What follows belongs to an exercise in optimizing a design on an open flow for small area and a short achievable clock period; a production flow would make more cautious choices. At most, simulation tests tie the RTL to the original design; equivalence was not proved. Function not checked in runs 1 to 4: the RTL went through the layout flow alone. Power figures rest on the tool's default switching activity, not on a simulated workload.

`flow/run.sh`:
```
#!/bin/bash
# synth_recipe.tcl (not shown) runs the flow's synth.tcl, then flattens the netlist and writes it again
# the make line also repeats each setting of config.mk as NAME=value (left out here)
make -C /OpenROAD-flow-scripts/flow DESIGN_CONFIG=/design/flow/config.mk WORK_HOME=/design/flow/orfs CLKGATE_MAP_FILE= SYNTH_SCRIPT=/design/flow/synth_recipe.tcl finish
```
`flow/config.mk`:
```
export PLATFORM = sky130hd
export DESIGN_NAME = reg_trace_buffer
export DESIGN_NICKNAME = reg_trace_buffer
export VERILOG_FILES = /design/flow/design.v
export SDC_FILE = /design/flow/constraint.sdc
export NUM_CORES = 4
export LEC_CHECK = 0
export CAP_MARGIN = 20
export CORE_MARGIN = 2
export CORE_UTILIZATION = 55
export SETUP_SLACK_MARGIN = 2.35
export SLEW_MARGIN = 20
```
`flow/constraint.sdc`:
```
create_clock -name core_clock -period 4.3 [get_ports {clk}]
set_input_delay 0.8600 -clock core_clock [delete_from_list [all_inputs] [get_ports {clk}]]
set_output_delay 0.8600 -clock core_clock [all_outputs]
set_load 0.01 [all_outputs]
```
`flow/design.v`:
```
package trace_pkg;
    localparam logic SRC_RF = 1'b0;
    localparam logic SRC_DM = 1'b1;
    localparam int TRACE_XLEN   = 32;
    localparam int TRACE_ADDR_W = 8;
    localparam int TRACE_CYC_W  = 16;
    typedef struct packed {
        logic                    src;
        logic [TRACE_CYC_W-1:0]  cycle;
        logic [TRACE_ADDR_W-1:0] addr;
        logic [TRACE_XLEN-1:0]   data;
    } trace_entry_t;
    function automatic int entry_width(input int xlen, input int addr_w, input int cyc_w);
        entry_width = 1 + cyc_w + addr_w + xlen;
    endfunction
endpackage
module trace_fifo
#(
    parameter int WIDTH = trace_pkg::entry_width(trace_pkg::TRACE_XLEN, trace_pkg::TRACE_ADDR_W, trace_pkg::TRACE_CYC_W),
    parameter int SLOTS = 15
) (
    input  logic             clk,
    input  logic [SLOTS-1:0] wr_en,
    input  logic [WIDTH-1:0] wr_zero,
    input  logic [WIDTH-1:0] wr_even,
    input  logic [WIDTH-1:0] wr_odd,
    input  logic [SLOTS-1:0] rd_sel,
    output logic [WIDTH-1:0] rd_data
);
    logic [WIDTH-1:0] mem_q [SLOTS];
    always_ff @(posedge clk) begin
        for (int i = 0; i < SLOTS; i++)
            if (wr_en[i]) mem_q[i] <= (i == 0) ? wr_zero : (i % 2 == 0) ? wr_even : wr_odd;
    end
    always_comb begin
        rd_data = '0;
        for (int i = 0; i < SLOTS; i++)
            rd_data = rd_data | (mem_q[i] & {WIDTH{rd_sel[i]}});
    end
endmodule
module reg_trace_buffer
#(
    parameter int XLEN       = 32,
    parameter int ADDR_W     = 8,
    parameter int DEPTH      = 16,
    parameter int CYC_W      = 16,
    parameter int MAX_CYCLES = 40000,
    parameter int OVF_W      = 8,
    localparam int ENTRY_W   = trace_pkg::entry_width(XLEN, ADDR_W, CYC_W),
    localparam int CNT_W     = $clog2(DEPTH) + 1
) (
    input  logic               clk,
    input  logic               rst,
    input  logic               rf_we,
    input  logic [4:0]         rf_waddr,
    input  logic [XLEN-1:0]    rf_wdata,
    input  logic               dm_we,
    input  logic [XLEN-1:0]    dm_addr,
    input  logic [XLEN-1:0]    dm_wdata,
    output logic               rd_valid,
    input  logic               rd_ready,
    output logic [ENTRY_W-1:0] rd_data,
    output logic [CNT_W-1:0]   count,
    output logic               full,
    output logic               halted,
    output logic [CYC_W-1:0]   cycle,
    output logic [OVF_W-1:0]   ovf_cnt
);
    logic [CYC_W-1:0]   cycle_q;
    logic               halted_q;
    logic [OVF_W-1:0]   ovf_q;
    logic [CNT_W-1:0]   count_q;
    logic               valid_q;
    logic               full_q;
    logic [ENTRY_W-1:0] head_q;
    logic [CYC_W-1:0]   cyc_n_q;   
    logic               run_q;     
    logic [DEPTH:0]     lvl_q;     
    localparam int SLOTS = DEPTH - 1;
    logic [SLOTS-1:0]   wp_q;      
    logic               wp_odd_q;  
    logic [SLOTS-1:0]   rn_q;      
    logic               hs_m_q, hs_s0_q;
    logic               hs_inrun_q;  
    logic               acc1_q;     
    logic               acc2_q;     
    logic               acc2p_q;    
    logic               fullrun_q;  
    logic [CYC_W-1:0]   s_cyc_q;
    logic [4:0]         s_rf_addr_q;
    logic [XLEN-1:0]    s_rf_data_q;
    logic [ADDR_W-1:0]  s_dm_addr_q;
    logic [XLEN-1:0]    s_dm_data_q;
    logic               s_rf_first_q;  
    logic               s_pa_q;        
    logic               s_pb_q;        
    logic [CYC_W-1:0]   cyc;
    logic               empty, pop;
    logic               pa, pb, drop1, drop2;
    logic               d_m1, d_p1, d_p2, d_0;
    logic [ENTRY_W-1:0] entry_rf, entry_dm, s_entry_rf, s_entry_dm, s_entry_0;
    logic [ENTRY_W-1:0] wr_zero, wr_even, wr_odd, mread, head_src;
    logic [SLOTS-1:0]   wr_en, rd_sel;
    logic               hd_direct;
    logic               unused_dm_addr;
    logic [CYC_W-1:0]   cycle_d;
    logic               halt_now;
    assign unused_dm_addr = ^dm_addr[XLEN-1:ADDR_W];
    assign cyc = ~cyc_n_q;
    assign entry_rf = {trace_pkg::SRC_RF, cyc, ADDR_W'(rf_waddr), rf_wdata};
    assign entry_dm = {trace_pkg::SRC_DM, cyc, dm_addr[ADDR_W-1:0], dm_wdata};
    assign empty = lvl_q[0];
    assign pop   = !empty && rd_ready;
    assign pa    = (rf_we || dm_we) && (acc1_q || (run_q && rd_ready));
    assign pb    = rf_we && dm_we && (acc2_q || (acc2p_q && rd_ready));
    assign drop2 = rf_we && dm_we && fullrun_q && !rd_ready;
    assign drop1 = (fullrun_q && !rd_ready && (rf_we != dm_we))
                || (rf_we && dm_we && ((fullrun_q && rd_ready) || (acc2p_q && !rd_ready)));
    assign d_m1 = pop && !pa;
    assign d_p2 = !pop && pb;
    assign d_p1 = pa && (pop == pb);
    assign d_0  = !(d_m1 || d_p1 || d_p2);
    always_ff @(posedge clk) begin
        s_cyc_q      <= cyc;
        s_rf_addr_q  <= rf_waddr;
        s_rf_data_q  <= rf_wdata;
        s_dm_addr_q  <= dm_addr[ADDR_W-1:0];
        s_dm_data_q  <= dm_wdata;
        s_rf_first_q <= rf_we && !hd_direct;
    end
    always_ff @(posedge clk) begin
        if (rst) begin
            s_pa_q <= 1'b0;
            s_pb_q <= 1'b0;
        end else begin
            s_pa_q <= hd_direct ? pb : pa;
            s_pb_q <= !hd_direct && pb;
        end
    end
    assign s_entry_rf = {trace_pkg::SRC_RF, s_cyc_q, ADDR_W'(s_rf_addr_q), s_rf_data_q};
    assign s_entry_dm = {trace_pkg::SRC_DM, s_cyc_q, s_dm_addr_q, s_dm_data_q};
    assign s_entry_0  = s_rf_first_q ? s_entry_rf : s_entry_dm;
    always_comb begin
        for (int i = 0; i < SLOTS; i++)
            wr_en[i] = (s_pa_q && wp_q[i]) || (s_pb_q && wp_q[(i + SLOTS - 1) % SLOTS]);
    end
    assign wr_zero = (wp_q[SLOTS-1] || !s_rf_first_q) ? s_entry_dm : s_entry_rf;
    assign wr_even = (wp_odd_q || !s_rf_first_q) ? s_entry_dm : s_entry_rf;
    assign wr_odd  = (!wp_odd_q || !s_rf_first_q) ? s_entry_dm : s_entry_rf;
    assign rd_sel  = rn_q & {SLOTS{hs_m_q}};
    trace_fifo #(
        .WIDTH (ENTRY_W),
        .SLOTS (SLOTS)
    ) u_fifo (
        .clk     (clk),
        .wr_en   (wr_en),
        .wr_zero (wr_zero),
        .wr_even (wr_even),
        .wr_odd  (wr_odd),
        .rd_sel  (rd_sel),
        .rd_data (mread)
    );
    assign hd_direct = empty || (lvl_q[1] && rd_ready);
    assign head_src = mread
                    | (s_entry_0  & {ENTRY_W{hs_s0_q}})
                    | (entry_rf   & {ENTRY_W{hs_inrun_q && rf_we}})
                    | (entry_dm   & {ENTRY_W{hs_inrun_q && !rf_we && dm_we}});
    always_ff @(posedge clk) begin
        if (rst)                  head_q <= '0;
        else if (empty || rd_ready) head_q <= head_src;
    end
    logic [DEPTH:0] lvl_d;
    logic           byp0_d, ge2_d;
    logic [SLOTS-1:0] wp_d;
    always_comb begin
        for (int k = 0; k <= DEPTH; k++)
            lvl_d[k] = (d_0 && lvl_q[k])
                     || (d_m1 && k < DEPTH && lvl_q[(k + 1) % (DEPTH + 1)])
                     || (d_p1 && k >= 1 && lvl_q[(k + DEPTH) % (DEPTH + 1)])
                     || (d_p2 && k >= 2 && lvl_q[(k + DEPTH - 1) % (DEPTH + 1)]);
    end
    assign byp0_d = (pa && ((lvl_q[1] && !rd_ready) || (lvl_q[2] && rd_ready)))
                 || (pb && hd_direct);
    always_comb begin
        wp_d = wp_q;
        if (s_pb_q)      wp_d = {wp_q[SLOTS-3:0], wp_q[SLOTS-1:SLOTS-2]};
        else if (s_pa_q) wp_d = {wp_q[SLOTS-2:0], wp_q[SLOTS-1]};
    end
    assign ge2_d  = !(lvl_d[0] || lvl_d[1]);
    always_ff @(posedge clk) begin
        if (rst) begin
            wp_q     <= SLOTS'(1);
            wp_odd_q <= 1'b0;
            rn_q     <= SLOTS'(1);
            lvl_q    <= (DEPTH + 1)'(1);
            hs_m_q   <= 1'b0;
            hs_s0_q  <= 1'b0;
            hs_inrun_q <= 1'b1;
            acc1_q    <= 1'b1;
            acc2_q    <= 1'b1;
            acc2p_q   <= 1'b0;
            fullrun_q <= 1'b0;
        end else begin
            wp_q <= wp_d;
            wp_odd_q <= 1'b0;
            for (int i = 1; i < SLOTS; i += 2) if (wp_d[i]) wp_odd_q <= 1'b1;
            if (pop && !lvl_q[1]) rn_q <= {rn_q[SLOTS-2:0], rn_q[SLOTS-1]};
            lvl_q   <= lvl_d;
            hs_m_q  <= ge2_d && !byp0_d;
            hs_s0_q <= ge2_d && byp0_d;
            hs_inrun_q <= !ge2_d && run_q && !halt_now;
            acc1_q    <= !lvl_d[DEPTH] && run_q && !halt_now;
            acc2_q    <= !lvl_d[DEPTH] && !lvl_d[DEPTH-1] && run_q && !halt_now;
            acc2p_q   <= lvl_d[DEPTH-1] && run_q && !halt_now;
            fullrun_q <= lvl_d[DEPTH] && run_q && !halt_now;
        end
    end
    logic [CNT_W-1:0] count_d;
    logic [CNT_W-1:0] cnt_m1, cnt_p1, cnt_p2;
    assign cnt_m1  = count_q - CNT_W'(1);
    assign cnt_p1  = count_q + CNT_W'(1);
    assign cnt_p2  = count_q + CNT_W'(2);
    assign count_d = (cnt_m1  & {CNT_W{d_m1}})
                   | (count_q & {CNT_W{d_0}})
                   | (cnt_p1  & {CNT_W{d_p1}})
                   | (cnt_p2  & {CNT_W{d_p2}});
    always_ff @(posedge clk) begin
        if (rst) begin
            count_q <= '0;
            valid_q <= 1'b0;
            full_q  <= 1'b0;
        end else begin
            count_q <= count_d;
            valid_q <= !lvl_d[0];
            full_q  <= lvl_d[DEPTH];
        end
    end
    logic [OVF_W:0]   ovf_p1, ovf_p2;
    logic [OVF_W-1:0] ovf_s1, ovf_s2;
    assign cycle_d  = cyc + CYC_W'(1);
    assign halt_now = (MAX_CYCLES != 0 && cyc == CYC_W'(MAX_CYCLES - 1));
    assign ovf_p1 = {1'b0, ovf_q} + (OVF_W + 1)'(1);
    assign ovf_p2 = {1'b0, ovf_q} + (OVF_W + 1)'(2);
    assign ovf_s1 = ovf_p1[OVF_W] ? '1 : ovf_p1[OVF_W-1:0];
    assign ovf_s2 = ovf_p2[OVF_W] ? '1 : ovf_p2[OVF_W-1:0];
    always_ff @(posedge clk) begin
        if (rst) begin
            cycle_q  <= '0;
            cyc_n_q  <= '1;
            halted_q <= 1'b0;
            run_q    <= 1'b1;
            ovf_q    <= '0;
        end else begin
            if (cyc != CYC_W'(MAX_CYCLES)) begin
                cycle_q <= cycle_d;
                cyc_n_q <= ~cycle_d;
            end
            if (run_q && halt_now) begin
                halted_q <= 1'b1;
                run_q    <= 1'b0;
            end
            if (drop2)      ovf_q <= ovf_s2;
            else if (drop1) ovf_q <= ovf_s1;
        end
    end
    assign rd_valid = valid_q;
    assign rd_data  = head_q;
    assign count    = count_q;
    assign full     = full_q;
    assign halted   = halted_q;
    assign cycle    = cycle_q;
    assign ovf_cnt  = ovf_q;
endmodule
```
==> results.sh, run 1 <==
export IMPL_path_delay_family="flip-flops"
export IMPL_rows=100
export IMPL_ys_warn_count=3
export IMPL_wl_per_cell_um=34.59
export IMPL_worstPathCellList="buf_6"
export IMPL_root_buffer="clkbuf_16"
export IMPL_n_fill_cell=5172
export IMPL_met3_length_mm=15.40
export IMPL_fin_skew_ns=0.01877
export IMPL_routed_wl_mm=141.4
export IMPL_power_density_mw_per_mm2=464.5
export IMPL_fin_crit_sh_pct=47.54
export IMPL_drt_iter0_markers=4089
export IMPL_cap_violations=0
export IMPL_grt_overflow=0
export IMPL_via_per_inst=6.912
export IMPL_synth_distinct_cells=65
export IMPL_syn_inst=2731
export IMPL_synthTopCellsByArea="edfxtp_1 (62%), dfxtp_1 (12%), a22oi_1 (5.0%)"
export IMPL_top_layer="met5"
export IMPL_worst_path_max_fanout=2
export IMPL_start_util_pct=55.75
export IMPL_slowest_stage="dfxtp_4"
export IMPL_finalHoldViolations=0
export IMPL_grt_first_pass_wirelength_mm=197.1
export IMPL_fin_nets=3137
export IMPL_syn_num_nets=2849
export IMPL_layout_drive_gt1_share_pct=25.94
export IMPL_hp_class="in2reg"
export IMPL_hpwlAfterDp_mm=68.56
export IMPL_track_usage_pct=35.67
export IMPL_fin_area_mm2=0.05037
export IMPL_setup_viol=0
export IMPL_core_mm2=0.07470
export IMPL_ys_seq_elements=1111
export IMPL_clock_fmax_mhz=489.2
export IMPL_cts_tree="done"
export IMPL_synth_avg_cell_area_um2=15.25
export IMPL_die_area_mm2=0.07792
export IMPL_worstSkewPairLatency_ns=0.68
export IMPL_clkTransAtPathRegs_ns=0.07
export IMPL_tightest_slew_ns=0.8788
export IMPL_slew_violations=0
export IMPL_io_pins=195
export IMPL_cpPeakStageDelay_ns=0.40
export IMPL_chipWidth_um=279.2
export IMPL_critPathBufInv=1
export IMPL_ctsHtreeMaxLevel=3
export IMPL_ir_drop_mv=0.3710
export IMPL_slew_headroom_pct=41.42
export IMPL_grt_max_degree=87
export IMPL_drtAntennaViolNets=0
export IMPL_wl_met2_mm=65.72
export IMPL_synthToLayoutAreaGrowth_pct=20.97
export IMPL_status="no timing/DRC/antenna violations"
export IMPL_yosysTopAreaCell="edfxtp_1"
export IMPL_clockBufferDepth=3
export IMPL_layout_commonest_cell="edfxtp_1"
export IMPL_mostFrequentLayoutCells="edfxtp_1 (855), a22oi_1 (276), mux2_2 (152), dfxtp_1 (135), buf_4 (134)"
export IMPL_rsz0062_at_grt="true"
export IMPL_crit_arrival_ns=1.18
export IMPL_synth_cell_area_mm2=0.04164
export IMPL_startpoint_type="flip-flop"
export IMPL_reg2reg_slack_ns=2.30
export IMPL_die_height_um=279.2
export IMPL_cp_required_ns=3.44
export IMPL_critical_path_class="reg2out"
export IMPL_async_reset_ff_share_pct=0
export IMPL_antenna_found_initial=5
export IMPL_port_buffers=170
export IMPL_place_congestion=0.8075
export IMPL_drt_pass1_iter_count=6
export IMPL_cts_sinks=1111
export IMPL_synth_top_area_share_pct=61.66
export IMPL_synth_edf_count=855
export IMPL_grt_pass1_vias=27460
export IMPL_drt_met1_wl_mm=54.50
export IMPL_yosysSeqAreaShare_pct=73.97
export IMPL_worst_setup_path_end_kind="output pin"
export IMPL_p_leak_nw=16.97
export IMPL_cts_buffers=109
export IMPL_fin_crit_ns=2.044
export IMPL_drc=0
export IMPL_yosys_most_used_dff="edfxtp_1"
export IMPL_dpl_cell_area_mm2=0.04483
export IMPL_vias=28260
export IMPL_hold_buffers=0
export IMPL_fin_tns_setup_ns=0
==> worst register-to-register path, cell delays in order (launching register included) <==
cell	delay [ns]
dfxtp_1	0.78
a22o_4	0.51
buf_12	0.36
==> per-layer routing <==
metal | track usage (%) | up-vias
li1 | - | 11640
met1 | 48.13 | 14390
met2 | 56.65 | 1898
met3 | 7.966 | 327
met4 | 14.19 | 2
met5 | 0 | -
==> registers in the layout, indices dropped and copies added (netlist names), 5 cells and up <==
name / cells
count_q: 5
cyc_n_q: 16
cycle_q: 16
head_q: 57
lvl_q: 17
ovf_q: 8
rn_q: 15
s_cyc_q: 16
s_dm_addr_q: 8
s_dm_data_q: 32
s_rf_addr_q: 5
s_rf_data_q: 32
u_fifo.mem_q: 855
wp_q: 15
==> path summary, 6_finish.rpt <==
path         cells after the start         from                 end
max                              1   head_q[56]         rd_data[56]
max reg2reg                      2      wp_q[2]  u_fifo.mem_q[2][5]
min reg2reg                      2  cycle_q[10]         cycle_q[10]
min                              2        rf_we        s_rf_first_q
==> kinds of logic after synthesis <==
kind of cell               synth area share (%)
xor gates and xnor gates                 0.3155
AOI/OAI and AO/OA                         13.65
muxes                                     4.519
and+or+nand+nor                           5.126
DFF                                       73.97
adders and majority gates                0.3606
buffers and inverters                     2.058
==> power by group <==
group          internal, mW  switching [mW]  leakage [nW]
logic                 0.667           0.921          5.33
registers              11.8           0.208          9.80
clock network          5.69            4.12          1.84
total                  18.1            5.25          17.0
==> stage by stage <==
stage / instances / util [%] / power [mW] / setup slack [ns] / hold slack, ns
finish: 4088 / 67.44 / 23.40 / 2.256 / 0.4442
global route: 4084 / 67.42 / 23.93 / 2.238 / 0.4532
CTS: 4070 / 67.04 / 23.38 / 2.251 / 0.4629
detailed placement: 3755 / 60.01 / 13.59 / 0.8178 / 0.4493
global placement: 3755 / 60.01 / 13.56 / 0.8665 / 0.4440
floorplan: 2731 / - / 12.91 / 1.873 / 0.3853
==> cell usage after synthesis (35+ instances only) <==
master / instances
a222oi_1: 35
clkbuf_1: 132
a22o_1: 87
edfxtp_1: 855
nand2_1: 105
o21ai_0: 60
nand3_1: 108
a221oi_1: 108
mux2_2: 152
a22oi_1: 277
nor2_1: 112
dfxtp_1: 256
buf_1: 54
a21oi_1: 76
==> area by class of cell <==
class	instances	area, um2	share of cell area [%]
Antenna cell	4	10.01	0.01987
Clock buffer	134	2998	5.951
Clock inverter	73	711.9	1.413
Inverter	30	113.9	0.2260
Multi-Input combinational cell	1414	10520	20.87
Sequential cell	1111	31060	61.65
Tap cell	969	1212	2.407
Timing Repair Buffer	353	3755	7.454
==> repair_timing <==
item                                     CTS  global route
pin swaps                                 25             9
endpoints found under the setup margin  1699           404
gates cloned                              19             1
gates resized for setup                  633            41
endpoints found under the hold margin      0             0
setup buffers                             89            13
==> run 2: changes to the inputs <==
==> flow/flow/run.sh (new file) <==
#!/bin/bash
# Layout flow: the standard flow (standard synthesis unchanged), with two
# layout choices changed through ORFS's own variables:
#  - clock tree synthesis without dummy loads (the tree is not padded with
#    extra load cells for balancing);
#  - ports buffered with sky130_fd_sc_hd__buf_2 (every port still gets a buffer).
# The make output goes to standard.log here; ORFS keeps each step's log under
# orfs/logs/.
set -euo pipefail
export CTS_ARGS="-sink_clustering_enable -repair_clock_nets -dont_use_dummy_load -sink_clustering_size 24 -sink_clustering_max_diameter 60"
export BUFFER_PORTS_ARGS="-buffer_cell sky130_fd_sc_hd__buf_2"
bash standard.sh finish > standard.log 2>&1
==> flow/standard.sh (new file) <==
#!/bin/bash
# synth_recipe.tcl (not shown) runs the flow's synth.tcl, then flattens the netlist and writes it again
# the make line also repeats each setting of config.mk as NAME=value (left out here)
make -C /OpenROAD-flow-scripts/flow DESIGN_CONFIG=/design/flow/config.mk WORK_HOME=/design/flow/orfs CLKGATE_MAP_FILE= SYNTH_SCRIPT=/design/flow/synth_recipe.tcl "${@:-finish}"
--- a/flow/config.mk
+++ b/flow/config.mk
@@ -9,4 +9,4 @@
 export CORE_MARGIN = 2
 export CORE_UTILIZATION = 55
-export SETUP_SLACK_MARGIN = 2.35
+export SETUP_SLACK_MARGIN = 2.2
 export SLEW_MARGIN = 20
removed: flow/run.sh
==> run 2 against run 1 <==
  * First-iteration DRC count grew 11%
  * Register-to-register slack lost 0.18 ns
  * Via count shrank 1.7%
  * Cell area shrank 7.7%
  * Largest power group unchanged
==> results.sh, run 2 <==
export IMPL_status="no timing/DRC/antenna violations"
export IMPL_worst_path_max_fanout=21
export IMPL_setup_viol=0
export IMPL_synth_edf_count=855
export IMPL_hold_buffers=0
export IMPL_largest_reg_flops=855
export IMPL_regMostFlops="u_fifo.mem_q"
export IMPL_mostFrequentLayoutCells="edfxtp_1 (855), a22oi_1 (276), dfxtp_1 (222), buf_2 (166), mux2_2 (151)"
export IMPL_n_fill_cell=5495
export IMPL_rr_endpoint="u_fifo.mem_q[8][2]"
export IMPL_cts_buffers=71
export IMPL_yosysTopAreaCell="edfxtp_1"
export IMPL_hpwlAfterDp_mm=68.68
export IMPL_track_usage_pct=34.59
export IMPL_hp_start="dm_wdata[12]"
export IMPL_drt_pass1_iter_count=9
export IMPL_clock_fmax_mhz=459.0
export IMPL_ys_seq_elements=1111
export IMPL_tightest_slew_ns=1.087
export IMPL_die_area_mm2=0.07792
export IMPL_ctsHtreeMaxLevel=3
export IMPL_power_density_mw_per_mm2=422.0
export IMPL_whs_endpoint="s_dm_data_q[12]"
export IMPL_die_height_um=279.2
export IMPL_clkTransAtPathRegs_ns=0.08
export IMPL_fin_crit_ns=2.178
export IMPL_grt_first_pass_wirelength_mm=191.3
export IMPL_startpoint_type="flip-flop"
export IMPL_synthTopCellsByArea="edfxtp_1 (62%), dfxtp_1 (12%), a22oi_1 (5.0%)"
export IMPL_routed_wl_mm=138.2
export IMPL_synth_cell_area_mm2=0.04164
export IMPL_worst_setup_path_end_kind="flip-flop"
export IMPL_port_buffers=170
export IMPL_synthTopCellsByCount="edfxtp_1 (855), a22oi_1 (277), dfxtp_1 (256)"
export IMPL_synth_top_area_share_pct=61.66
export IMPL_root_buffer="clkbuf_16"
export IMPL_antenna_found_initial=3
export IMPL_grt_pass1_vias=26120
export IMPL_fin_tns_setup_ns=0
export IMPL_rsz0062_at_grt="true"
export IMPL_synth_distinct_cells=65
export IMPL_ys_warn_count=3
export IMPL_cap_violations=0
export IMPL_slew_violations=0
export IMPL_reg2reg_slack_ns=2.12
export IMPL_cts_tree="done"
export IMPL_syn_num_nets=2849
export IMPL_cts_sinks=1111
export IMPL_async_reset_ff_share_pct=0
export IMPL_chipWidth_um=279.2
export IMPL_rows=100
export IMPL_reg2reg_from="wp_q[8]"
export IMPL_drc=0
export IMPL_hold_depth=1
export IMPL_core_mm2=0.07470
export IMPL_worstSkewPairLatency_ns=0.65
export IMPL_fin_nets=3028
export IMPL_finalHoldViolations=0
export IMPL_fin_crit_sh_pct=50.66
export IMPL_ir_drop_mv=0.3412
export IMPL_hp_class="in2reg"
export IMPL_drt_iter0_markers=4547
export IMPL_power_mw=19.63
export IMPL_fin_skew_ns=0.05920
export IMPL_rr_worst_depth=2
export IMPL_grt_overflow=0
export IMPL_start_util_pct=55.75
export IMPL_clockBufferDepth=3
export IMPL_io_pins=195
export IMPL_vias=27770
export IMPL_drtAntennaViolNets=0
export IMPL_layout_drive_gt1_share_pct=21.11
export IMPL_yosys_most_used_dff="edfxtp_1"
export IMPL_crit_arrival_ns=2.47
export IMPL_critical_path_class="reg2reg"
export IMPL_grt_max_degree=53
export IMPL_synthToLayoutAreaGrowth_pct=11.71
export IMPL_syn_inst=2731
export IMPL_layout_commonest_cell="edfxtp_1"
export IMPL_yosysSeqAreaShare_pct=73.97
export IMPL_cp_required_ns=4.59
export IMPL_yosysMostFrequentCell="edfxtp_1"
export IMPL_wl_per_cell_um=35.61
export IMPL_p_leak_nw=15.45
export IMPL_reg_top3="u_fifo.mem_q x855, head_q x57"
export IMPL_synth_avg_cell_area_um2=15.25
export IMPL_via_per_inst=7.156
export IMPL_place_congestion=0.7986
export IMPL_slew_headroom_pct=27.55
run 2: cell counts after synthesis:
Identical to the previous run, type by type.
run 2: worst max-delay path by stage:
| stage | from | to | slack [ns] | depth (start not counted) |
|---|---|---|---|---|
| after global placement | rd_ready | acc2_q | 1.15 | 8 |
| after detailed placement | rd_ready | acc2_q | 1.08 | 8 |
| after floorplan | rd_ready | count_q[4] | 1.87 | 10 |
| final | wp_q[8] | u_fifo.mem_q[8][2] | 2.12 | 2 |
| after global routing | rf_we | hs_s0_q | 2.16 | 10 |
| after CTS | s_rf_first_q | u_fifo.mem_q[4][21] | 2.16 | 4 |
run 2: cell families (layout without fill, tap and decap cells):
logic type,count (synthesis),after routing,share of synthesized area [%]
buffers and inverters,224,385,2.058
XOR/XNOR,15,15,0.3155
flip-flops,1111,1111,73.97
other,0,3,0
adder cells (fa/ha/maj),12,12,0.3606
multiplexers,169,169,4.519
AND/OR/NAND/NOR,448,449,5.126
AO/OA/AOI/OAI,752,767,13.65
run 2: where the power goes:
part / internal, mW / switching, mW / leakage, nW / total, mW
sequential: 11.8 / 0.211 / 9.76 / 12.0
combinational: 0.510 / 0.877 / 4.81 / 1.39
clock: 2.94 / 3.32 / 0.875 / 6.25
total: 15.2 / 4.41 / 15.4 / 19.6
run 2: per-layer routing:
metal / vias up / GRT usage (%) / part of all wire (%)
met1: 14310 / 49.36 / 39
met3: 275 / 5.765 / 11
met2: 1880 / 54.71 / 46
met4: 0 / 11.00 / 3.4
met5: - / 0 / 0
li1: 11300 / - / -
run 2: layout make-up:
| cell class | count | area (um2) | area share, % |
|---|---|---|---|
| antenna | 3 | 7.507 | 0.01614 |
| tap | 969 | 1212 | 2.606 |
| inverter | 30 | 113.9 | 0.2448 |
| multi-input combinational | 1412 | 10500 | 22.57 |
| clock buffer | 71 | 1777 | 3.820 |
| timing repair buffer | 284 | 2026 | 4.355 |
| sequential | 1111 | 30880 | 66.39 |
run 2: worst max-delay path: stages (launching register included):
cell     delay, ns
dfxtp_1       0.80
a22o_4        0.66
buf_4         0.37
run 2: timing repair:
action,in CTS,in global routing
endpoints found under the hold margin,0,0
pin swaps,19,7
gates resized for setup,56,23
setup buffers,11,25
endpoints found under the setup margin,1374,203
cloned,16,3
run 2: metrics by stage:
step / area, um2 / util, % / cells / worst slack [ns] / hold WS [ns]
after CTS: 46150 / 61.79 / 3849 / 2.159 / 0.3129
final: 46520 / 62.27 / 3880 / 2.122 / 0.3358
after detailed placement: 43940 / 58.83 / 3751 / 1.077 / 0.4045
after floorplan: 41920 / - / 2731 / 1.873 / 0.3853
after global routing: 46510 / 62.26 / 3877 / 2.164 / 0.3169
after global placement: 43940 / 58.82 / 3751 / 1.154 / 0.4044
==> run 3: changes to the inputs <==
--- a/flow/design.v
+++ b/flow/design.v
@@ -95,4 +95,5 @@
     logic               s_pa_q;        
     logic               s_pb_q;        
+    logic [SLOTS-1:0]   wr_en_q;       
     logic [CYC_W-1:0]   cyc;
     logic               empty, pop;
@@ -103,4 +104,6 @@
     logic [SLOTS-1:0]   wr_en, rd_sel;
     logic               hd_direct;
+    logic               s_pa_d, s_pb_d;
+    logic [SLOTS-1:0]   wp_d, wr_en_d;
     logic               unused_dm_addr;
     logic [CYC_W-1:0]   cycle_d;
@@ -121,4 +124,13 @@
     assign d_p1 = pa && (pop == pb);
     assign d_0  = !(d_m1 || d_p1 || d_p2);
+    assign s_pa_d = hd_direct ? pb : pa;
+    assign s_pb_d = !hd_direct && pb;
+    always_comb begin
+        wp_d = wp_q;
+        if (s_pb_q)      wp_d = {wp_q[SLOTS-3:0], wp_q[SLOTS-1:SLOTS-2]};
+        else if (s_pa_q) wp_d = {wp_q[SLOTS-2:0], wp_q[SLOTS-1]};
+        for (int i = 0; i < SLOTS; i++)
+            wr_en_d[i] = (s_pa_d && wp_d[i]) || (s_pb_d && wp_d[(i + SLOTS - 1) % SLOTS]);
+    end
     always_ff @(posedge clk) begin
         s_cyc_q      <= cyc;
@@ -131,9 +143,11 @@
     always_ff @(posedge clk) begin
         if (rst) begin
-            s_pa_q <= 1'b0;
-            s_pb_q <= 1'b0;
-        end else begin
-            s_pa_q <= hd_direct ? pb : pa;
-            s_pb_q <= !hd_direct && pb;
+            s_pa_q  <= 1'b0;
+            s_pb_q  <= 1'b0;
+            wr_en_q <= '0;
+        end else begin
+            s_pa_q  <= s_pa_d;
+            s_pb_q  <= s_pb_d;
+            wr_en_q <= wr_en_d;
         end
     end
@@ -141,8 +155,5 @@
     assign s_entry_dm = {trace_pkg::SRC_DM, s_cyc_q, s_dm_addr_q, s_dm_data_q};
     assign s_entry_0  = s_rf_first_q ? s_entry_rf : s_entry_dm;
-    always_comb begin
-        for (int i = 0; i < SLOTS; i++)
-            wr_en[i] = (s_pa_q && wp_q[i]) || (s_pb_q && wp_q[(i + SLOTS - 1) % SLOTS]);
-    end
+    assign wr_en   = wr_en_q;
     assign wr_zero = (wp_q[SLOTS-1] || !s_rf_first_q) ? s_entry_dm : s_entry_rf;
     assign wr_even = (wp_odd_q || !s_rf_first_q) ? s_entry_dm : s_entry_rf;
@@ -172,5 +183,4 @@
     logic [DEPTH:0] lvl_d;
     logic           byp0_d, ge2_d;
-    logic [SLOTS-1:0] wp_d;
     always_comb begin
         for (int k = 0; k <= DEPTH; k++)
@@ -182,9 +192,4 @@
     assign byp0_d = (pa && ((lvl_q[1] && !rd_ready) || (lvl_q[2] && rd_ready)))
                  || (pb && hd_direct);
-    always_comb begin
-        wp_d = wp_q;
-        if (s_pb_q)      wp_d = {wp_q[SLOTS-3:0], wp_q[SLOTS-1:SLOTS-2]};
-        else if (s_pa_q) wp_d = {wp_q[SLOTS-2:0], wp_q[SLOTS-1]};
-    end
     assign ge2_d  = !(lvl_d[0] || lvl_d[1]);
     always_ff @(posedge clk) begin
--- a/flow/config.mk
+++ b/flow/config.mk
@@ -9,4 +9,4 @@
 export CORE_MARGIN = 2
 export CORE_UTILIZATION = 55
-export SETUP_SLACK_MARGIN = 2.2
+export SETUP_SLACK_MARGIN = 2.3
 export SLEW_MARGIN = 20
==> run 3 against run 2 <==
  * Still clean
  * Final cell count is 1.5% lower
  * Register-to-register slack better by 0.098 ns
  * Cell area is 1.4% higher
  * Wire length is 6.8% lower
  * Core utilization is 0.062 points lower
  * Via count is 3.5% lower
  * Clock power is 3% higher
  * Clock-buffer cell count is 3 higher
  * Flip-flop and latch count is 15 higher
  * First-iteration DRC count is 24% lower
==> results.sh, run 3 <==
export IMPL_status="no timing/DRC/antenna violations"
export IMPL_regMostFlops="u_fifo.mem_q"
export IMPL_yosysMostFrequentCell="edfxtp_1"
export IMPL_cp_required_ns=4.83
export IMPL_slew_headroom_pct=27.26
export IMPL_synth_edf_count=855
export IMPL_ys_warn_count=3
export IMPL_fin_nets=2962
export IMPL_chipWidth_um=280.5
export IMPL_clockPowerShare_pct=32.3
export IMPL_layout_commonest_cell="edfxtp_1"
export IMPL_drt_pass1_iter_count=8
export IMPL_tightest_slew_ns=1.091
export IMPL_root_buffer="clkbuf_16"
export IMPL_hpwlAfterDp_mm=68.59
export IMPL_crit_arrival_ns=2.68
export IMPL_ir_drop_mv=0.3029
export IMPL_yosysSeqAreaShare_pct=73.98
export IMPL_drc=0
export IMPL_cts_tree="done"
export IMPL_critical_path_class="in2reg"
export IMPL_clock_fmax_mhz=466.0
export IMPL_rsz0062_at_grt="true"
export IMPL_ctsHtreeMaxLevel=3
export IMPL_worstSkewPairLatency_ns=0.65
export IMPL_cts_buffers=74
export IMPL_clkTransAtPathRegs_ns=0.08
export IMPL_reg2reg_from="acc2_q"
export IMPL_synth_cell_area_mm2=0.04204
export IMPL_grt_overflow=0
export IMPL_rr_worst_depth=11
export IMPL_core_mm2=0.07582
export IMPL_yosys_most_used_dff="edfxtp_1"
export IMPL_wl_per_cell_um=33.69
export IMPL_port_buffers=170
export IMPL_cts_sinks=1126
export IMPL_largest_reg_flops=855
export IMPL_die_height_um=280.5
export IMPL_synth_distinct_cells=75
export IMPL_place_congestion=0.8159
export IMPL_async_reset_ff_share_pct=0
export IMPL_setup_viol=0
export IMPL_routed_wl_mm=128.7
export IMPL_final_setup_worst_slack_ns=2.154
export IMPL_syn_inst=2678
export IMPL_dp_cells=3697
export IMPL_worst_setup_path_end_kind="flip-flop"
export IMPL_fin_skew_ns=0.05911
export IMPL_grt_max_degree=49
export IMPL_worst_path_max_fanout=6
export IMPL_synth_avg_cell_area_um2=15.70
export IMPL_synthTopCellsByArea="edfxtp_1 (61%), dfxtp_1 (13%), a22oi_1 (4.7%)"
export IMPL_grt_pass1_vias=26330
export IMPL_vias=26780
export IMPL_via_per_inst=7.009
export IMPL_p_leak_nw=15.16
export IMPL_slew_violations=0
export IMPL_dp_slack_ns=0.9501
export IMPL_mostFrequentLayoutCells="edfxtp_1 (855), a22oi_1 (264), dfxtp_1 (166), mux2_2 (153), buf_2 (136)"
export IMPL_synthTopCellsByCount="edfxtp_1 (855), dfxtp_1 (271), a22oi_1 (265)"
export IMPL_start_util_pct=55.44
export IMPL_fin_crit_sh_pct=49.91
export IMPL_synth_top_area_share_pct=61.07
export IMPL_hold_buffers=0
export IMPL_drtAntennaViolNets=0
export IMPL_power_density_mw_per_mm2=421.5
export IMPL_grt_first_pass_wirelength_mm=182.8
export IMPL_die_area_mm2=0.07866
export IMPL_fin_tns_setup_ns=0
export IMPL_cap_violations=0
export IMPL_switching_power_mw=4.388
export IMPL_syn_num_nets=2796
export IMPL_fin_crit_ns=2.146
export IMPL_p_int_mw=15.49
export IMPL_layout_drive_gt1_share_pct=24.60
export IMPL_hp_class="in2reg"
export IMPL_rows=101
export IMPL_synthToLayoutAreaGrowth_pct=12.21
export IMPL_yosysTopAreaCell="edfxtp_1"
export IMPL_startpoint_type="input pin"
export IMPL_reg_top3="u_fifo.mem_q x855, head_q x57"
export IMPL_fin_cells=3821
export IMPL_whs_endpoint="s_dm_data_q[8]"
export IMPL_p_sw_share_pct=22.07
export IMPL_hold_depth=1
export IMPL_hp_start="dm_wdata[8]"
export IMPL_comb_power_share_pct=6.6
export IMPL_antenna_found_initial=1
export IMPL_clockBufferDepth=3
export IMPL_rr_endpoint="count_q[2]"
export IMPL_drt_iter0_markers=3459
export IMPL_io_pins=195
export IMPL_fin_util_pct=62.21
export IMPL_reg2reg_slack_ns=2.22
export IMPL_track_usage_pct=32.25
export IMPL_finalHoldViolations=0
export IMPL_power_share_sequential_pct=61.0
export IMPL_ys_seq_elements=1126
[run 3: power by group through the flow]
stage / clock network [mW] / registers [mW] / logic (mW)
detailed placement: 0 / 12.4 / 1.18
finish: 6.42 / 12.1 / 1.32
global placement: 0 / 12.4 / 1.15
CTS: 6.48 / 12.1 / 1.27
global route: 6.84 / 12.2 / 1.39
floorplan: 0 / 12.3 / 0.700
[run 3: cells by family (layout without fill, tap and decap cells)]
family | Yosys count | in the layout | share of synthesized area [%]
compound gates | 769 | 769 | 14.35
xor+xnor | 15 | 15 | 0.3125
fa+ha+maj | 12 | 12 | 0.3571
buf+inv | 235 | 398 | 2.202
flops | 1126 | 1126 | 73.98
mux | 174 | 174 | 4.598
other cells | 0 | 1 | 0
simple gates | 347 | 348 | 4.202
[run 3: final cells by class]
class,instances,area [um2]
antenna,1,2.502
timing repair buffer,285,2251
fill,5645,28650
inverter,39,156.4
tap,978,1224
sequential,1126,31350
multi-input combinational,1318,10330
clock buffer,74,1852
[run 3: metal layers]
metal  vias up  GRT usage, %  part of all wire [%]
met5         -             0                 0.010
met4         2         6.787                   2.1
met1     14010         46.19                    41
li1      11150             -                     -
met2      1427         52.54                    48
met3       190         5.204                   9.2
[run 3: what timing repair did]
action,CTS,global route
endpoints found under the setup margin,397,131
pin swaps,18,12
buffers inserted,34,13
resized for setup,151,81
gates cloned,2,0
[run 3: critical path: stages]
cell and delay, ns:
buf_12 0.11, a21o_1 0.20, and2_4 0.16, ha_4 0.21
nor2b_4 0.12, buf_6 0.12, buf_6 0.13, a221oi_4 0.27
buf_6 0.17, buf_4 0.11, o21ai_2 0.04, a31oi_1 0.17
[run 3: worst max-delay path by stage]
stage                  start         end  slack [ns]  cells after the start
finish              rd_ready  count_q[2]        2.15                     12
detailed placement  rd_ready      acc2_q        0.95                      9
floorplan           rd_ready      acc2_q        1.56                     10
global route        rd_ready  count_q[2]        2.10                     12
global placement    rd_ready      acc2_q        1.01                      9
CTS                 rd_ready      acc2_q        2.21                     11
[run 3: per-stage QoR]
step                hold WS, ns  total power, mW  cell area [um2]
global placement         0.4102            13.53            44180
CTS                      0.2973            19.87            46770
floorplan                0.3788            13.02            42220
detailed placement       0.4137            13.56            44180
finish                   0.3258            19.88            47170
global route             0.3081            20.39            47170
==> run 4: changes to the inputs <==
==> flow/run.sh (new file) <==
#!/bin/bash
# synth_recipe.tcl (not shown) runs the flow's synth.tcl, then flattens the netlist and writes it again
# the make line also repeats each setting of config.mk as NAME=value (left out here)
make -C /OpenROAD-flow-scripts/flow DESIGN_CONFIG=/design/flow/config.mk WORK_HOME=/design/flow/orfs CLKGATE_MAP_FILE= SYNTH_SCRIPT=/design/flow/synth_recipe.tcl finish
--- a/flow/config.mk
+++ b/flow/config.mk
@@ -9,4 +9,6 @@
 export CORE_MARGIN = 2
 export CORE_UTILIZATION = 55
+export CTS_CLUSTER_DIAMETER = 60
+export CTS_CLUSTER_SIZE = 24
 export SETUP_SLACK_MARGIN = 2.3
 export SLEW_MARGIN = 20
removed: flow/flow/run.sh
removed: flow/standard.sh
==> run 4 against run 3 <==
  * Core utilization up 1.7 points
  * Flip-flop and latch count stayed put
  * Clock power increased by about 20%
  * Clock-buffer cell count rose by 13
  * Clock skew decreased by 0.026 ns
  * Non-clock buffer count is 6 higher
  * Synthesized cell count did not move
  * Global-route usage grew 0.59 points
  * Sequential power is essentially flat
  * Maximum frequency grew 2.0%
  * Combinational power grew 5%
==> results.sh, run 4 <==
export IMPL_p_leak_nw=15.54
export IMPL_die_area_mm2=0.07866
export IMPL_layout_drive_gt1_share_pct=24.00
export IMPL_hp_class="reg2reg"
export IMPL_worstPathCellList="buf_4 > a21o_1 > and2_4 > ha_4 > nor2b_1 > buf_4 > a221oi_4 > buf_6 > buf_12 > nand2_1 > a21oi_2"
export IMPL_drc=0
export IMPL_start_util_pct=55.44
export IMPL_fin_cells=3888
export IMPL_synth_distinct_cells=75
export IMPL_io_pins=195
export IMPL_yosys_most_used_dff="edfxtp_1"
export IMPL_yosysTopAreaCell="edfxtp_1"
export IMPL_worst_path_max_fanout=7
export IMPL_synth_top_area_share_pct=61.07
export IMPL_setup_viol=0
export IMPL_worst_setup_path_end_kind="flip-flop"
export IMPL_synthToLayoutAreaGrowth_pct=15.28
export IMPL_die_height_um=280.5
export IMPL_wl_per_cell_um=33.77
export IMPL_clkTransAtPathRegs_ns=0.09
export IMPL_ys_warn_count=3
export IMPL_root_buffer="clkbuf_16"
export IMPL_synth_cell_area_mm2=0.04204
export IMPL_fin_nets=2967
export IMPL_drt_pass1_iter_count=5
export IMPL_rsz0062_at_grt="true"
export IMPL_hpwlAfterDp_mm=68.52
export IMPL_grt_max_degree=50
export IMPL_fin_tns_setup_ns=0
export IMPL_antenna_found_initial=0
export IMPL_grt_first_pass_wirelength_mm=185.6
export IMPL_worstSkewPairLatency_ns=0.65
export IMPL_layout_commonest_cell="edfxtp_1"
export IMPL_grt_overflow=0
export IMPL_fin_crit_sh_pct=48.91
export IMPL_yosysMostFrequentCell="edfxtp_1"
export IMPL_track_usage_pct=32.85
export IMPL_cts_sinks=1126
export IMPL_vias=26900
export IMPL_place_congestion=0.8415
export IMPL_power_density_mw_per_mm2=438.2
export IMPL_hold_buffers=0
export IMPL_synthTopCellsByArea="edfxtp_1 (61%), dfxtp_1 (13%), a22oi_1 (4.7%)"
export IMPL_fin_crit_ns=2.103
export IMPL_regMostFlops="u_fifo.mem_q"
export IMPL_rows=101
export IMPL_core_mm2=0.07582
export IMPL_rr_endpoint="lvl_q[12]"
export IMPL_slew_headroom_pct=21.38
export IMPL_syn_num_nets=2796
export IMPL_reg2reg_from="acc2p_q"
export IMPL_dp_cells=3699
export IMPL_via_per_inst=6.919
export IMPL_clockBufferDepth=3
export IMPL_finalHoldViolations=0
export IMPL_slowest_stage="a221oi_4"
export IMPL_ys_seq_elements=1126
export IMPL_clock_fmax_mhz=475.5
export IMPL_mostFrequentLayoutCells="edfxtp_1 (855), a22oi_1 (265), mux2_2 (153), dfxtp_1 (145), a221oi_1 (116)"
export IMPL_synth_edf_count=855
export IMPL_async_reset_ff_share_pct=0
export IMPL_grt_pass1_vias=26410
export IMPL_cap_violations=0
export IMPL_cpPeakStageDelay_ns=0.34
export IMPL_drt_iter0_markers=3389
export IMPL_hp_start="cyc_n_q[15]"
export IMPL_cpMostUsedCell="buf_4"
export IMPL_cp_required_ns=4.86
export IMPL_status="no timing/DRC/antenna violations"
export IMPL_startpoint_type="input pin"
export IMPL_port_buffers=170
export IMPL_largest_reg_flops=855
export IMPL_hold_depth=1
export IMPL_cts_tree="done"
export IMPL_crit_arrival_ns=2.67
export IMPL_reg2reg_slack_ns=2.23
export IMPL_yosysSeqAreaShare_pct=73.98
export IMPL_cts_buffers=74
export IMPL_rr_worst_depth=10
export IMPL_whs_endpoint="s_cyc_q[15]"
export IMPL_drtAntennaViolNets=0
export IMPL_ir_drop_mv=0.3535
export IMPL_reg_top3="u_fifo.mem_q x855, head_q x57"
export IMPL_synth_avg_cell_area_um2=15.70
export IMPL_ctsHtreeMaxLevel=3
export IMPL_synthTopCellsByCount="edfxtp_1 (855), dfxtp_1 (271), a22oi_1 (265)"
export IMPL_syn_inst=2678
export IMPL_chipWidth_um=280.5
export IMPL_tightest_slew_ns=1.179
export IMPL_slew_violations=0
export IMPL_routed_wl_mm=131.3
export IMPL_critical_path_class="in2reg"
export IMPL_fin_skew_ns=0.03275
[run 4: cells by family (layout without fill, tap and decap cells)]
| logic type | count (synthesis) | count (layout) | share of synthesized area (%) |
|---|---|---|---|
| flip-flops | 1126 | 1126 | 73.98 |
| AO/OA/AOI/OAI | 769 | 769 | 14.35 |
| AND/OR/NAND/NOR | 347 | 347 | 4.202 |
| buffers and inverters | 235 | 465 | 2.202 |
| multiplexers | 174 | 174 | 4.598 |
| XOR/XNOR | 15 | 15 | 0.3125 |
| adder cells (fa/ha/maj) | 12 | 12 | 0.3571 |
| other | 0 | 2 | 0 |
[run 4: worst max-delay path, delay by kind of cell]
family                     cells  cell delay [ns]
adders and majority gates      1             0.21
AOI/OAI and AO/OA              3             0.66
buffers and inverters          4             0.60
and+or+nand+nor                3             0.33
[run 4: timing repair]
action / in CTS / in global routing
pin swaps: 12 / 13
setup endpoints to repair: 716 / 364
gates resized for setup: 557 / 60
setup buffers: 29 / 21
cloned: 1 / 1
[run 4: area by class of cell]
class / instances / area (um2)
repair buffers: 291 / 2808
inverters: 39 / 146.4
flip-flops and latches: 1126 / 31410
clock inverters: 48 / 591.8
clock buffers: 87 / 1973
diodes: 2 / 5.005
multi-input cells: 1317 / 10310
well taps: 978 / 1224
fillers: 5503 / 27360
[run 4: power by group]
part	internal (mW)	total (mW)	leakage, nW	switching [mW]
clock network	3.73	7.70	1.24	3.98
logic	0.590	1.38	4.40	0.795
registers	11.9	12.1	9.90	0.238
total	16.2	21.2	15.5	5.01
[run 4: how the worst max path moves through the flow]
stage | slack, ns | to | start
2_1_floorplan | 1.56 | acc2_q | rd_ready
3_3_place_gp | 0.97 | count_q[4] | dm_we
3_5_place_dp | 0.95 | count_q[2] | dm_we
4_1_cts | 2.22 | count_q[4] | lvl_q[0]
5_1_grt | 2.14 | lvl_q[12] | acc2p_q
6_report | 2.20 | lvl_q[12] | rd_ready
[run 4: stage by stage]
step	hold slack (ns)	power [mW]	utilization, %	setup slack (ns)	instance area, um2
4_1_cts	0.4374	21.18	63.28	2.217	47980
5_1_grt	0.4540	21.77	63.91	2.141	48460
3_5_place_dp	0.4273	13.68	59.46	0.9498	45080
2_1_floorplan	0.3788	13.02	-	1.560	42220
3_3_place_gp	0.4154	13.65	59.46	0.9742	45080
6_report	0.4469	21.24	63.92	2.197	48460
[run 4: per-layer routing]
layer  part of all wire (%)  track usage (%)  vias up
li1                       -                -    11240
met1                     40            46.41    13860
met2                     47            53.36     1597
met3                    9.9            5.404      206
met4                    2.8            8.488        0
met5                      0                0        -
==> run 5: changes to the inputs <==
--- a/flow/design.v
+++ b/flow/design.v
@@ -76,5 +76,6 @@
     logic [CYC_W-1:0]   cyc_n_q;   
     logic               run_q;     
-    logic [DEPTH:0]     lvl_q;     
+    logic [CNT_W-1:0]   cnt_n_q;   
+    logic               lv0_q, lv1_q, lv2_q, lvf1_q, lvf_q;
     localparam int SLOTS = DEPTH - 1;
     logic [SLOTS-1:0]   wp_q;      
@@ -113,5 +114,5 @@
     assign entry_rf = {trace_pkg::SRC_RF, cyc, ADDR_W'(rf_waddr), rf_wdata};
     assign entry_dm = {trace_pkg::SRC_DM, cyc, dm_addr[ADDR_W-1:0], dm_wdata};
-    assign empty = lvl_q[0];
+    assign empty = lv0_q;
     assign pop   = !empty && rd_ready;
     assign pa    = (rf_we || dm_we) && (acc1_q || (run_q && rd_ready));
@@ -120,7 +121,9 @@
     assign drop1 = (fullrun_q && !rd_ready && (rf_we != dm_we))
                 || (rf_we && dm_we && ((fullrun_q && rd_ready) || (acc2p_q && !rd_ready)));
-    assign d_m1 = pop && !pa;
-    assign d_p2 = !pop && pb;
-    assign d_p1 = pa && (pop == pb);
+    assign d_m1 = !empty && rd_ready && !(run_q && (rf_we || dm_we));
+    assign d_p2 = rf_we && dm_we && acc2_q && (!rd_ready || empty);
+    assign d_p1 = (!rd_ready && (rf_we || dm_we) && acc1_q && !(rf_we && dm_we && acc2_q))
+               || (rd_ready && empty && run_q && (rf_we != dm_we))
+               || (rd_ready && !empty && rf_we && dm_we && acc1_q);
     assign d_0  = !(d_m1 || d_p1 || d_p2);
     assign s_pa_d = hd_direct ? pb : pa;
@@ -172,5 +175,5 @@
         .rd_data (mread)
     );
-    assign hd_direct = empty || (lvl_q[1] && rd_ready);
+    assign hd_direct = empty || (lv1_q && rd_ready);
     assign head_src = mread
                     | (s_entry_0  & {ENTRY_W{hs_s0_q}})
@@ -181,16 +184,20 @@
         else if (empty || rd_ready) head_q <= head_src;
     end
-    logic [DEPTH:0] lvl_d;
-    logic           byp0_d, ge2_d;
-    always_comb begin
-        for (int k = 0; k <= DEPTH; k++)
-            lvl_d[k] = (d_0 && lvl_q[k])
-                     || (d_m1 && k < DEPTH && lvl_q[(k + 1) % (DEPTH + 1)])
-                     || (d_p1 && k >= 1 && lvl_q[(k + DEPTH) % (DEPTH + 1)])
-                     || (d_p2 && k >= 2 && lvl_q[(k + DEPTH - 1) % (DEPTH + 1)]);
-    end
-    assign byp0_d = (pa && ((lvl_q[1] && !rd_ready) || (lvl_q[2] && rd_ready)))
+    logic [CNT_W-1:0] cnt;
+    logic             lv3, lvf2, lvf3;
+    logic             lv0_d, lv1_d, lv2_d, lvf1_d, lvf_d;
+    logic             byp0_d, ge2_d;
+    assign cnt  = ~cnt_n_q;
+    assign lv3  = (cnt == CNT_W'(3));
+    assign lvf2 = (cnt == CNT_W'(DEPTH - 2));
+    assign lvf3 = (cnt == CNT_W'(DEPTH - 3));
+    assign lv0_d  = (d_0 && lv0_q) || (d_m1 && lv1_q);
+    assign lv1_d  = (d_0 && lv1_q) || (d_m1 && lv2_q) || (d_p1 && lv0_q);
+    assign lv2_d  = (d_0 && lv2_q) || (d_m1 && lv3) || (d_p1 && lv1_q) || (d_p2 && lv0_q);
+    assign lvf1_d = (d_0 && lvf1_q) || (d_m1 && lvf_q) || (d_p1 && lvf2) || (d_p2 && lvf3);
+    assign lvf_d  = (d_0 && lvf_q) || (d_p1 && lvf1_q) || (d_p2 && lvf2);
+    assign byp0_d = (pa && ((lv1_q && !rd_ready) || (lv2_q && rd_ready)))
                  || (pb && hd_direct);
-    assign ge2_d  = !(lvl_d[0] || lvl_d[1]);
+    assign ge2_d  = !(lv0_d || lv1_d);
     always_ff @(posedge clk) begin
         if (rst) begin
@@ -198,5 +205,9 @@
             wp_odd_q <= 1'b0;
             rn_q     <= SLOTS'(1);
-            lvl_q    <= (DEPTH + 1)'(1);
+            lv0_q    <= 1'b1;
+            lv1_q    <= 1'b0;
+            lv2_q    <= 1'b0;
+            lvf1_q   <= 1'b0;
+            lvf_q    <= 1'b0;
             hs_m_q   <= 1'b0;
             hs_s0_q  <= 1'b0;
@@ -210,22 +221,26 @@
             wp_odd_q <= 1'b0;
             for (int i = 1; i < SLOTS; i += 2) if (wp_d[i]) wp_odd_q <= 1'b1;
-            if (pop && !lvl_q[1]) rn_q <= {rn_q[SLOTS-2:0], rn_q[SLOTS-1]};
-            lvl_q   <= lvl_d;
+            if (pop && !lv1_q) rn_q <= {rn_q[SLOTS-2:0], rn_q[SLOTS-1]};
+            lv0_q   <= lv0_d;
+            lv1_q   <= lv1_d;
+            lv2_q   <= lv2_d;
+            lvf1_q  <= lvf1_d;
+            lvf_q   <= lvf_d;
             hs_m_q  <= ge2_d && !byp0_d;
             hs_s0_q <= ge2_d && byp0_d;
             hs_inrun_q <= !ge2_d && run_q && !halt_now;
-            acc1_q    <= !lvl_d[DEPTH] && run_q && !halt_now;
-            acc2_q    <= !lvl_d[DEPTH] && !lvl_d[DEPTH-1] && run_q && !halt_now;
-            acc2p_q   <= lvl_d[DEPTH-1] && run_q && !halt_now;
-            fullrun_q <= lvl_d[DEPTH] && run_q && !halt_now;
+            acc1_q    <= !lvf_d && run_q && !halt_now;
+            acc2_q    <= !lvf_d && !lvf1_d && run_q && !halt_now;
+            acc2p_q   <= lvf1_d && run_q && !halt_now;
+            fullrun_q <= lvf_d && run_q && !halt_now;
         end
     end
     logic [CNT_W-1:0] count_d;
     logic [CNT_W-1:0] cnt_m1, cnt_p1, cnt_p2;
-    assign cnt_m1  = count_q - CNT_W'(1);
-    assign cnt_p1  = count_q + CNT_W'(1);
-    assign cnt_p2  = count_q + CNT_W'(2);
+    assign cnt_m1  = cnt - CNT_W'(1);
+    assign cnt_p1  = cnt + CNT_W'(1);
+    assign cnt_p2  = cnt + CNT_W'(2);
     assign count_d = (cnt_m1  & {CNT_W{d_m1}})
-                   | (count_q & {CNT_W{d_0}})
+                   | (cnt     & {CNT_W{d_0}})
                    | (cnt_p1  & {CNT_W{d_p1}})
                    | (cnt_p2  & {CNT_W{d_p2}});
@@ -233,10 +248,12 @@
         if (rst) begin
             count_q <= '0;
+            cnt_n_q <= '1;
             valid_q <= 1'b0;
             full_q  <= 1'b0;
         end else begin
             count_q <= count_d;
-            valid_q <= !lvl_d[0];
-            full_q  <= lvl_d[DEPTH];
+            cnt_n_q <= ~count_d;
+            valid_q <= !lv0_d;
+            full_q  <= lvf_d;
         end
     end
==> flow/flow/run.sh (new file) <==
#!/bin/bash
# Layout flow: the standard flow (standard synthesis unchanged), with two
# layout choices changed through ORFS's own variables:
#  - clock tree synthesis without dummy loads (the tree is not padded with
#    extra load cells for balancing);
#  - ports buffered with sky130_fd_sc_hd__buf_2 (every port still gets a buffer).
# The make output goes to standard.log here; ORFS keeps each step's log under
# orfs/logs/.
set -euo pipefail
export CTS_ARGS="-sink_clustering_enable -repair_clock_nets -dont_use_dummy_load -sink_clustering_size 30 -sink_clustering_max_diameter 50"
export BUFFER_PORTS_ARGS="-buffer_cell sky130_fd_sc_hd__buf_2"
bash standard.sh finish > standard.log 2>&1
==> flow/standard.sh (new file) <==
#!/bin/bash
# synth_recipe.tcl (not shown) runs the flow's synth.tcl, then flattens the netlist and writes it again
# the make line also repeats each setting of config.mk as NAME=value (left out here)
make -C /OpenROAD-flow-scripts/flow DESIGN_CONFIG=/design/flow/config.mk WORK_HOME=/design/flow/orfs CLKGATE_MAP_FILE= SYNTH_SCRIPT=/design/flow/synth_recipe.tcl "${@:-finish}"
--- a/flow/config.mk
+++ b/flow/config.mk
@@ -9,6 +9,4 @@
 export CORE_MARGIN = 2
 export CORE_UTILIZATION = 55
-export CTS_CLUSTER_DIAMETER = 60
-export CTS_CLUSTER_SIZE = 24
-export SETUP_SLACK_MARGIN = 2.3
+export SETUP_SLACK_MARGIN = 2.45
 export SLEW_MARGIN = 20
removed: flow/run.sh
==> run 5 against run 4 <==
  * First-iteration DRC count grew 32%
  * Power grew 2.4%
  * Critical path type is now reg2reg
  * Die area shrank 0.87%
  * Flip-flop and latch count shrank 7
  * Final cell count grew 2.0%
  * Clock power grew 1%
  * Still clean on timing, DRC and antenna
  * Global-route usage grew 4.8 points
  * Largest cell class unchanged
  * Setup slack gained 0.049 ns
==> results.sh, run 5 <==
export IMPL_status="no timing/DRC/antenna violations"
export IMPL_synth_avg_cell_area_um2=15.88
export IMPL_chipWidth_um=279.3
export IMPL_startpoint_type="flip-flop"
export IMPL_hold_buffers=0
export IMPL_yosysMostFrequentCell="edfxtp_1"
export IMPL_fin_nets=3114
export IMPL_wl_per_cell_um=38.53
export IMPL_cp_required_ns=4.85
export IMPL_hpwlAfterDp_mm=68.86
export IMPL_fin_crit_sh_pct=47.77
export IMPL_die_area_mm2=0.07798
export IMPL_drtAntennaViolNets=0
export IMPL_rsz0062_at_grt="true"
export IMPL_vias=28430
export IMPL_worst_setup_path_end_kind="flip-flop"
export IMPL_routed_wl_mm=152.8
export IMPL_async_reset_ff_share_pct=0
export IMPL_antenna_found_initial=6
export IMPL_grt_first_pass_wirelength_mm=204.3
export IMPL_slowest_stage="dfxtp_4"
export IMPL_layout_drive_gt1_share_pct=34.88
export IMPL_yosys_most_used_dff="edfxtp_1"
export IMPL_core_mm2=0.07470
export IMPL_critical_path_startpoint="hs_m_q"
export IMPL_power_density_mw_per_mm2=423.6
export IMPL_synth_distinct_cells=70
export IMPL_cts_buffers=103
export IMPL_largest_reg_flops=855
export IMPL_worstSkewPairLatency_ns=0.67
export IMPL_drt_pass1_iter_count=14
export IMPL_syn_num_nets=2743
export IMPL_grt_max_degree=71
export IMPL_synthTopCellsByCount="edfxtp_1 (855), dfxtp_1 (264), a22oi_1 (162)"
export IMPL_track_usage_pct=37.62
export IMPL_layout_commonest_cell="edfxtp_1"
export IMPL_place_congestion=0.8362
export IMPL_via_per_inst=7.167
export IMPL_reg2reg_from="hs_m_q"
export IMPL_rr_worst_depth=7
export IMPL_finalHoldViolations=0
export IMPL_critical_path_class="reg2reg"
export IMPL_clockPowerShare_pct=35.9
export IMPL_p_sw_share_pct=22.33
export IMPL_clockBufferDepth=3
export IMPL_worstPathCellList="buf_12 > and2_4 > bufbuf_16 > a22o_1 > a221oi_1 > nand4_1 > o221a_2"
export IMPL_hp_class="in2reg"
export IMPL_slew_headroom_pct=24.74
export IMPL_syn_inst=2624
export IMPL_mostFrequentLayoutCells="edfxtp_1 (855), a22oi_1 (159), buf_4 (154), a22o_1 (150), dfxtp_1 (146)"
export IMPL_ys_seq_elements=1119
export IMPL_cpPeakStageDelay_ns=0.42
export IMPL_final_setup_worst_slack_ns=2.246
export IMPL_grt_overflow=0
export IMPL_fin_tns_setup_ns=0
export IMPL_synth_edf_count=855
export IMPL_fin_crit_ns=2.054
export IMPL_yosysTopAreaCell="edfxtp_1"
export IMPL_regMostFlops="u_fifo.mem_q"
export IMPL_drc=0
export IMPL_reg_top3="u_fifo.mem_q x855, head_q x57"
export IMPL_crit_arrival_ns=2.60
export IMPL_port_buffers=170
export IMPL_cts_sinks=1119
export IMPL_comb_power_share_pct=8.4
export IMPL_root_buffer="clkbuf_16"
export IMPL_synth_top_area_share_pct=61.61
export IMPL_synth_cell_area_mm2=0.04167
export IMPL_drt_iter0_markers=4462
export IMPL_p_int_mw=16.89
export IMPL_cap_violations=0
export IMPL_die_height_um=279.3
export IMPL_reg2reg_slack_ns=2.25
export IMPL_dp_slack_ns=1.323
export IMPL_rows=100
export IMPL_clkTransAtPathRegs_ns=0.06
export IMPL_ir_drop_mv=0.3373
export IMPL_grt_pass1_vias=27130
export IMPL_ys_warn_count=3
export IMPL_p_leak_nw=18.02
export IMPL_rr_endpoint="head_q[26]"
export IMPL_synthTopCellsByArea="edfxtp_1 (62%), dfxtp_1 (13%), mux2_2 (4.0%)"
export IMPL_slew_violations=0
export IMPL_fin_skew_ns=0.05730
export IMPL_worst_path_max_fanout=8
export IMPL_io_pins=195
export IMPL_synthToLayoutAreaGrowth_pct=23.15
export IMPL_setup_viol=0
export IMPL_power_share_sequential_pct=55.7
export IMPL_regArea_mm2=0.03122
export IMPL_crit_path_end="head_q[26]"
export IMPL_multi_input_area_mm2=0.01128
export IMPL_yosysSeqAreaShare_pct=74.30
export IMPL_ctsHtreeMaxLevel=3
export IMPL_tightest_slew_ns=1.129
export IMPL_start_util_pct=55.79
export IMPL_switching_power_mw=4.854
export IMPL_clock_fmax_mhz=486.8
export IMPL_cts_tree="done"
export IMPL_n_fill_cell=5020
[run 5: repair_timing]
| action | 4_1_cts | 5_1_grt |
|---|---|---|
| buffers inserted | 130 | 33 |
| resized for setup | 372 | 150 |
| gates cloned | 33 | 16 |
| pin swaps | 52 | 63 |
| setup endpoints to repair | 1039 | 438 |
[run 5: power groups by stage]
stage          clock network, mW  registers (mW)  logic (mW)
6_report                    7.81            12.1        1.82
5_1_grt                     8.21            12.1        1.89
4_1_cts                     7.84            12.1        1.61
3_5_place_dp                   0            12.3        1.27
3_3_place_gp                   0            12.3        1.25
2_1_floorplan                  0            12.3       0.792
[run 5: area by class of cell]
cell class | instances | area share [%]
Antenna cell | 4 | 0.01951
Clock buffer | 103 | 5.023
Inverter | 33 | 0.2901
Multi-Input combinational cell | 1305 | 21.99
Sequential cell | 1119 | 60.83
Tap cell | 969 | 2.363
Timing Repair Buffer | 433 | 9.487
[run 5: metrics by stage]
stage	power [mW]	cells	hold slack (ns)	cell area (um2)	utilization, %
2_1_floorplan	13.06	2624	0.3859	42360	-
3_3_place_gp	13.57	3646	0.4374	44060	58.99
3_5_place_dp	13.60	3647	0.4351	44070	59.00
4_1_cts	21.56	3913	0.2789	49930	66.84
5_1_grt	22.21	3963	0.2830	51310	68.69
6_report	21.74	3966	0.3121	51320	68.70
[run 5: routing by layer]
layer	GRT usage [%]	vias to the layer above	part of all wire [%]
met3	7.740	383	13
met1	51.09	14430	36
met5	0	-	0
met2	60.27	2193	46
li1	-	11420	-
met4	14.16	0	4.6
[run 5: critical path, delay by kind of cell (launching register included)]
| kind | cells | cell delay (ns) |
|---|---|---|
| AOI/OAI and AO/OA | 3 | 0.61 |
| buffers and inverters | 2 | 0.50 |
| DFF | 1 | 0.42 |
| and+or+nand+nor | 2 | 0.40 |
[run 5: how the worst min path moves through the flow]
stage / end / from / slack, ns / depth (start not counted)
5_1_grt: s_rf_data_q[5] / rf_wdata[5] / 0.28 / 1
2_1_floorplan: s_cyc_q[15] / cyc_n_q[15] / 0.39 / 1
3_3_place_gp: s_cyc_q[15] / cyc_n_q[15] / 0.44 / 1
4_1_cts: s_rf_data_q[5] / rf_wdata[5] / 0.28 / 1
6_report: s_dm_data_q[25] / dm_wdata[25] / 0.31 / 1
3_5_place_dp: s_cyc_q[15] / cyc_n_q[15] / 0.44 / 1
[run 5: kinds of logic (layout without fill, tap and decap cells)]
kind of cell	after synthesis	after routing	share of synthesized area, %
buffers and inverters	216	569	2.165
other	0	4	0
and+or+nand+nor	352	368	4.417
muxes	166	166	4.435
adders and majority gates	13	13	0.3904
xor gates and xnor gates	14	14	0.2943
AOI/OAI and AO/OA	744	744	14.00
DFF	1119	1119	74.30

==> separate check: timing with driven ports <==
No port has a modelled driver above. Below, the same layouts with a new extraction and two added sets of constraints.
Step 1, drivers: a clkbuf_16 drives clk and a buf_2 each remaining input, both assumed.
Step 2, shift: input delay + t, output delay - t, t = (earliest + latest rising clock arrival at the registers) / 2. This alone moves slack from input paths to output paths.
a / b / c = ideal / step 1 / step 2; a / b = the first two.
run	t, ns	setup slack, ns	hold WS [ns]	worst setup path at the end	pins driven straight from the clock port
run 1	0.742	2.256 / 2.183 / 1.713	0.444 / 0.424 / 0.459	input to register	1
run 2	0.687	2.122 / 2.122 / 1.580	0.336 / 0.286 / 0.436	input to register	1
run 3	0.694	2.154 / 2.172 / 1.478	0.326 / 0.280 / 0.436	input to register	1
run 4	0.704	2.197 / 2.223 / 1.520	0.447 / 0.447 / 0.447	input to register	1
run 5	0.709	2.246 / 2.198 / 1.672	0.312 / 0.268 / 0.438	input to register	1
After both steps setup and hold are still met in every run listed. For run 4, which loses most, drivers alone change the setup slack by +0.026 ns; drivers and shift together by -0.677 ns.
